Background: an optimization exercise with open tools, aiming at small area. Do not read the settings as production practice. Power is estimated from default activity; no workload was simulated.

==> flow/design.v <==
package nn_accel_pkg;
    localparam int XLEN           = 32;
    localparam int WORDS_PER_LINE = 4;
    localparam int LINE_W         = XLEN * WORDS_PER_LINE;    
    localparam int FRAC_BITS      = 16;                       
    localparam int MAX_LAYERS     = 4;
    typedef logic [XLEN-1:0] word_t;
    localparam word_t FX_ONE = word_t'(1) << FRAC_BITS;       
    typedef struct packed {
        word_t spare;
        word_t total_layers;
        word_t weights_base;
        word_t neurons_base;
    } desc_hdr_t;
    typedef union packed {
        word_t [WORDS_PER_LINE-1:0] words;    
        desc_hdr_t                  hdr;      
    } line_u;
    typedef struct packed {
        logic  strobe;    
        logic  rw;        
        word_t addr;      
        word_t wdata;
    } mem_req_t;
    typedef struct packed {
        logic  ready;
        line_u line;      
    } mem_rsp_t;
    typedef struct packed {
        logic  valid;
        logic  first;     
        logic  last;      
        word_t neuron;
        word_t weight;
    } mac_op_t;
endpackage
`timescale 1ns/1ps
module nn_accel (
    input  logic         clk_i,
    input  logic         rst_i,
    input  logic         cmd_strobe_i,
    input  logic [31:0]  cmd_addr_i,
    output logic         mem_req_strobe_o,
    output logic         mem_req_rw_o,
    output logic [31:0]  mem_req_addr_o,
    output logic [31:0]  mem_req_wdata_o,
    input  logic         mem_rsp_ready_i,
    input  logic [127:0] mem_rsp_line_i,
    output logic         done_o,
    output logic [31:0]  class_o
);
    localparam logic [2:0] S_IDLE = 3'd0,    
                           S_SIZE = 3'd1,    
                           S_HDR  = 3'd2,    
                           S_WRD  = 3'd3,    
                           S_STEP = 3'd4,    
                           S_WR   = 3'd5,    
                           S_AMAX = 3'd6,    
                           S_ACMP = 3'd7;    
    logic [2:0]  st_q;
    logic        wait_q;       
    logic        done_q;
    logic [29:0] nb_q;         
    logic [29:0] wp_q;         
    logic [5:0]  sp_q;         
    logic [5:0]  sc_q;         
    logic [5:0]  s2_q;         
    logic [5:0]  s3_q;
    logic [1:0]  nl_q;         
    logic [6:0]  ii_q;         
    logic [5:0]  jj_q;         
    logic [5:0]  bi_q;         
    logic [5:0]  kk_q;         
    logic [31:0] w_q;          
    logic [47:0] r_q;          
    logic        xb_q;         
    logic        lo_q;         
    logic        hi_q;         
    logic        cm_q;         
    logic [1:0]  pp_q;         
    logic [6:0] sp_full;
    logic       bias;
    logic       last_n;
    logic       last_l;
    logic       rdy;
    logic       skip_cmp;
    logic       rd_mode;
    logic       need;
    logic       cap;
    logic       skip_lo;
    logic       mac_end;
    logic       ld;
    logic       cmp_end;
    logic       adv;
    assign sp_full  = {sp_q == 6'd0, sp_q};
    assign bias     = (ii_q == sp_full);
    assign last_n   = (6'(jj_q + 6'd1) == sc_q);
    assign last_l   = (nl_q == 2'd0);
    assign rdy      = mem_rsp_ready_i;
    assign skip_cmp = (jj_q == 6'd0) || r_q[47];
    assign rd_mode  = (st_q == S_STEP) && !bias && !kk_q[5];
    always_comb begin
        case (st_q)
            S_SIZE, S_HDR, S_WRD, S_WR: need = 1'b1;
            S_STEP: need = rd_mode;
            S_AMAX: need = !skip_cmp;
            default: need = 1'b0;
        endcase
    end
    assign cap     = ((st_q == S_STEP) || (st_q == S_ACMP)) && (kk_q != 6'd48) &&
                     (rd_mode ? rdy : !lo_q);
    assign skip_lo = cap && !rd_mode && !xbit;
    assign mac_end = (kk_q == 6'd48) && !lo_q && !hi_q;
    assign ld      = ((st_q == S_WRD) || (st_q == S_AMAX)) && rdy;
    assign cmp_end = (st_q == S_ACMP) && mac_end;
    assign adv     = ((st_q == S_WR) && rdy && !last_l) ||
                     ((st_q == S_AMAX) && skip_cmp) || cmp_end;
    logic [29:0] base;
    logic        use_sp;
    logic [6:0]  off_b;
    logic        cin;
    logic [6:0]  off;
    logic [7:0]  lo;
    logic [29:0] sum;
    always_comb begin
        base   = nb_q;
        use_sp = 1'b0;
        off_b  = 7'd0;
        cin    = 1'b0;
        case (st_q)
            S_IDLE: base = {cmd_addr_i[31:4], 2'b00};    
            S_SIZE: off_b = 7'd4;
            S_WRD:  begin base = wp_q; cin = wait_q; end
            S_STEP: off_b = ii_q;
            S_WR:   begin use_sp = 1'b1; off_b = wait_q ? 7'd0 : {1'b0, jj_q}; end
            S_AMAX: begin use_sp = 1'b1; off_b = {1'b0, bi_q}; end
            default: ;
        endcase
    end
    assign off = (use_sp ? sp_full : 7'd0) + off_b;
    assign lo  = {1'b0, base[6:0]} + {1'b0, off} + {7'd0, cin};
    assign sum = {base[29:7] + {22'd0, lo[7]}, lo[6:0]};
    logic [1:0]  wsel;
    logic [31:0] ws;           
    logic        xbit;
    assign wsel = (st_q == S_WRD) ? wp_q[1:0] : sum[1:0];
    assign ws   = mem_rsp_line_i[32*wsel +: 32];
    always_comb begin
        if (st_q == S_ACMP) begin
            xbit = kk_q[4] || (kk_q == 6'd32);              
        end else if (bias) begin
            xbit = (kk_q == 6'd16);                          
        end else if (!kk_q[5]) begin
            xbit = ws[kk_q[4:0]];
        end else begin
            xbit = (kk_q == 6'd32) && xb_q;                  
        end
    end
    assign mem_req_strobe_o = need && !wait_q;
    assign mem_req_rw_o     = (st_q == S_WR);
    assign mem_req_addr_o   = {sum, 2'b00};
    assign mem_req_wdata_o  = r_q[47] ? 32'd0 : r_q[47:16];    
    assign done_o           = done_q;
    assign class_o          = {26'd0, bi_q};
    logic        sub;          
    logic [15:0] op_lo;
    logic [15:0] op_hi;
    logic [16:0] s_lo;
    logic [16:0] s_hi;
    logic [16:0] cl;
    logic [16:0] ch;
    logic        near;         
    logic [2:0]  t3;           
    assign sub   = (kk_q == 6'd33);
    assign op_lo = xb_q ? (w_q[15:0] ^ {16{sub}}) : 16'd0;
    assign op_hi = xb_q ? w_q[31:16] : 16'd0;
    always_comb begin
        cl[0] = xb_q && sub;
        ch[0] = cm_q;
        for (int b = 0; b < 16; b++) begin
            s_lo[b]   = r_q[b] ^ op_lo[b] ^ cl[b];
            cl[b + 1] = (r_q[b] & op_lo[b]) | (r_q[b] & cl[b]) | (op_lo[b] & cl[b]);
            s_hi[b]   = r_q[b + 16] ^ op_hi[b] ^ ch[b];
            ch[b + 1] = (r_q[b + 16] & op_hi[b]) | (r_q[b + 16] & ch[b]) | (op_hi[b] & ch[b]);
        end
        s_lo[16] = cl[16];
        s_hi[16] = ch[16];
    end
    assign near = (kk_q <= 6'd16);
    assign t3   = {2'b00, r_q[32]} + {pp_q[1], pp_q} + {2'b00, ch[16]}
                  - {2'b00, xb_q && w_q[31]};
    always_ff @(posedge clk_i) begin
        if (rst_i) begin
            st_q   <= S_IDLE;
            wait_q <= 1'b0;
            done_q <= 1'b0;
            lo_q   <= 1'b0;
            hi_q   <= 1'b0;
        end else begin
            done_q <= 1'b0;
            lo_q   <= cap && !skip_lo;
            hi_q   <= lo_q || skip_lo;
            if (mem_req_strobe_o) begin
                wait_q <= 1'b1;
            end else if (rdy) begin
                wait_q <= 1'b0;
            end
            case (st_q)
                S_IDLE: if (cmd_strobe_i) st_q <= S_SIZE;
                S_SIZE: if (rdy) st_q <= S_HDR;
                S_HDR:  if (rdy) st_q <= S_WRD;
                S_WRD:  if (rdy) st_q <= S_STEP;
                S_STEP: if (mac_end) st_q <= bias ? S_WR : S_WRD;
                S_WR:   if (rdy && last_l) st_q <= S_AMAX;
                S_AMAX: if (rdy) st_q <= S_ACMP;
                default: ;
            endcase
            if (adv) begin
                if (last_n && last_l) begin
                    st_q   <= S_IDLE;
                    done_q <= 1'b1;
                end else begin
                    st_q   <= S_WRD;
                end
            end
        end
    end
    always_ff @(posedge clk_i) begin
        if (st_q == S_IDLE && cmd_strobe_i) begin
            nb_q <= sum;
        end
        if (st_q == S_SIZE && rdy) begin
            sp_q <= mem_rsp_line_i[5:0];
            sc_q <= mem_rsp_line_i[37:32];
            s2_q <= mem_rsp_line_i[69:64];
            s3_q <= mem_rsp_line_i[101:96];
        end
        if (st_q == S_HDR && rdy) begin
            nb_q <= mem_rsp_line_i[31:2];
            wp_q <= mem_rsp_line_i[63:34];
            nl_q <= {mem_rsp_line_i[66], mem_rsp_line_i[64]};
            ii_q <= 7'd0;
            jj_q <= 6'd0;
        end
        if (cap) begin
            xb_q <= xbit;
            kk_q <= kk_q + 6'd1;
        end
        if (lo_q) begin
            r_q[15:0] <= s_lo[15:0];
            cm_q      <= s_lo[16];
        end
        if (skip_lo) begin
            cm_q      <= 1'b0;
        end
        if (hi_q) begin
            r_q  <= {r_q[0], r_q[47:33], near ? t3[0] : r_q[32], s_hi[15:0], r_q[15:1]};
            pp_q <= near ? t3[2:1] : 2'b00;
        end
        if (ld) begin
            w_q       <= ws;
            kk_q      <= 6'd0;
            pp_q      <= 2'b00;
            r_q[15:0] <= 16'd0;
            if (st_q == S_WRD) begin
                wp_q <= sum;
                if (ii_q == 7'd0) begin
                    r_q[47:16] <= 32'd0;
                end
            end
        end
        if (mac_end && st_q == S_STEP && !bias) begin
            ii_q <= ii_q + 7'd1;
        end
        if (st_q == S_AMAX && jj_q == 6'd0) begin
            bi_q <= 6'd0;
        end
        if (cmp_end && !r_q[47] && (r_q[47:16] != 32'd0)) begin
            bi_q <= jj_q;                                     
        end
        if (adv) begin
            ii_q <= 7'd0;
            if (last_n) begin
                jj_q <= 6'd0;
                if (!last_l) begin
                    nb_q <= sum;
                    sp_q <= sc_q;
                    sc_q <= s2_q;
                    s2_q <= s3_q;
                    nl_q <= nl_q - 2'd1;
                end
            end else begin
                jj_q <= jj_q + 6'd1;
            end
        end
    end
endmodule
Settings: LEC_CHECK=0, CAP_MARGIN=10, CORE_MARGIN=2, CORE_UTILIZATION=40, SLEW_MARGIN=10; clock period 12.0 ns.
standard.sh (not shown) runs the stock make flow with config.mk's settings and CLKGATE_MAP_FILE= SYNTH_SCRIPT=/design/flow/synth_recipe.tcl, a recipe that flattens the netlist after the stock synthesis.
==> flow/flow/run.sh <==
#!/bin/bash
# The standard layout, with two changes:
#  - synthesis maps the logic with an area-oriented ABC script (flow/area.abc);
#    every other synthesis step, and so every register, is the standard one
#  - the ports are buffered with the smallest buffer cell
#  - the clock tree uses fewer, larger register clusters
#  - one tie cell drives all the constant outputs
set -euo pipefail
here=$(pwd)
cat > "$here/synth_area.tcl" <<EOT
proc synth {args} { yosys synth -nofsm -noshare {*}\$args }
proc abc {args} {
  set i [lsearch \$args -script]
  set args [lreplace \$args [expr {\$i + 1}] [expr {\$i + 1}] $here/flow/area.abc]
  yosys abc {*}\$args
}
EOT
# the rest is the standard flow's own synthesis script, unchanged
tail -n +2 "$here/synth_recipe.tcl" >> "$here/synth_area.tcl"
export BUFFER_PORTS_ARGS="-buffer_cell sky130_fd_sc_hd__buf_1"
# a few large clusters of registers per clock buffer, no dummy loads
export CTS_ARGS="-sink_clustering_enable -repair_clock_nets -sink_clustering_size 16 -sink_clustering_max_diameter 100 -buf_list sky130_fd_sc_hd__clkbuf_8 -dont_use_dummy_load"
bash standard.sh "SYNTH_SCRIPT=$here/synth_area.tcl" SKIP_REPAIR_TIE_FANOUT=1 finish > "$here/flow_make.log" 2>&1
==> flow/flow/area.abc <==
strash
dc2
dch -f
amap
strash
dc2
dch -f
amap
strash
dch -f
amap -A 10 -F 4
Then changed:
==> flow/flow/area.abc (replaced) <==
strash
dc2
dch -f
amap
strash
dc2
dch -f
amap
strash
&get -n
&deepsyn -T 60
&put
dch -f
amap -A 10 -F 4
Result: The changed run produced a clean layout. Cell area shrinks by 1.5%. Setup slack is worse by 0.59 ns. Area after synthesis shrinks by 2.0%. Count of clock-buffer cells in the layout is unchanged. Fmax decreases by 5.1%. Register-to-register slack got worse by 0.68 ns. Hold slack gains 0.0060 ns. Critical path depth is lower by 7.
Then changed:
==> flow/flow/area.abc (replaced) <==
strash
dc2
dch -f
amap
strash
dc2
dch -f
amap
strash
dch -f
amap -A 10 -F 4
- GPL_TIMING_DRIVEN: unset -> 0
The new run finished with timing, DRC and antenna clean.
Die area increases by 2.0%.
Wire length rises by 2.9%.
Worst setup slack is better by 0.51 ns.
Area after synthesis goes up by 2.0%.
Total power increases by 21%.
Final cell count rises by 5.3%.
Clock power stays flat.
Sequential share of layout area is lower by 1.9 points.
Global-route usage rises by 0.12 points.
Count of clock-buffer cells in the layout stays the same.
Function was not checked in any run of this note: the RTL went through the layout flow alone.

[separate check: timing with driven ports]
The results above use ideal ports. As a check the final layouts listed here were re-extracted and re-timed, cells and wires unchanged.
Step 1 assumes that a clkbuf_16 drives the clock port and a buf_2 every other input.
Step 2 moves the port delays by t, midway between the first and last clock arrival at a register: inputs arrive t later, outputs are due t later. That takes back most of the time a late clock gives input paths.
Slacks: no drivers / after step 1 / after step 2; pairs: no drivers / after step 1.
| run | shift t [ns] | setup slack, ns | clock arrival spread, ns | slew at the worst register clock pin (ns) | pins driven straight from the clock port |
|---|---|---|---|---|---|
| the first run | 0.567 | 1.084 / 1.039 / 1.606 | 0.031 / 0.031 | 0.11 / 0.11 | 1 |
| the second run | 0.545 | 0.496 / 0.461 / 0.461 | 0.065 / 0.065 | 0.11 / 0.11 | 1 |
| the third run | 0.556 | 1.006 / 0.961 / 1.517 | 0.030 / 0.030 | 0.12 / 0.12 | 1 |
After both steps setup and hold are still met in every run listed. The setup slack of the second run, which loses most, moves by -0.035 ns with the drivers and by -0.035 ns with both steps.
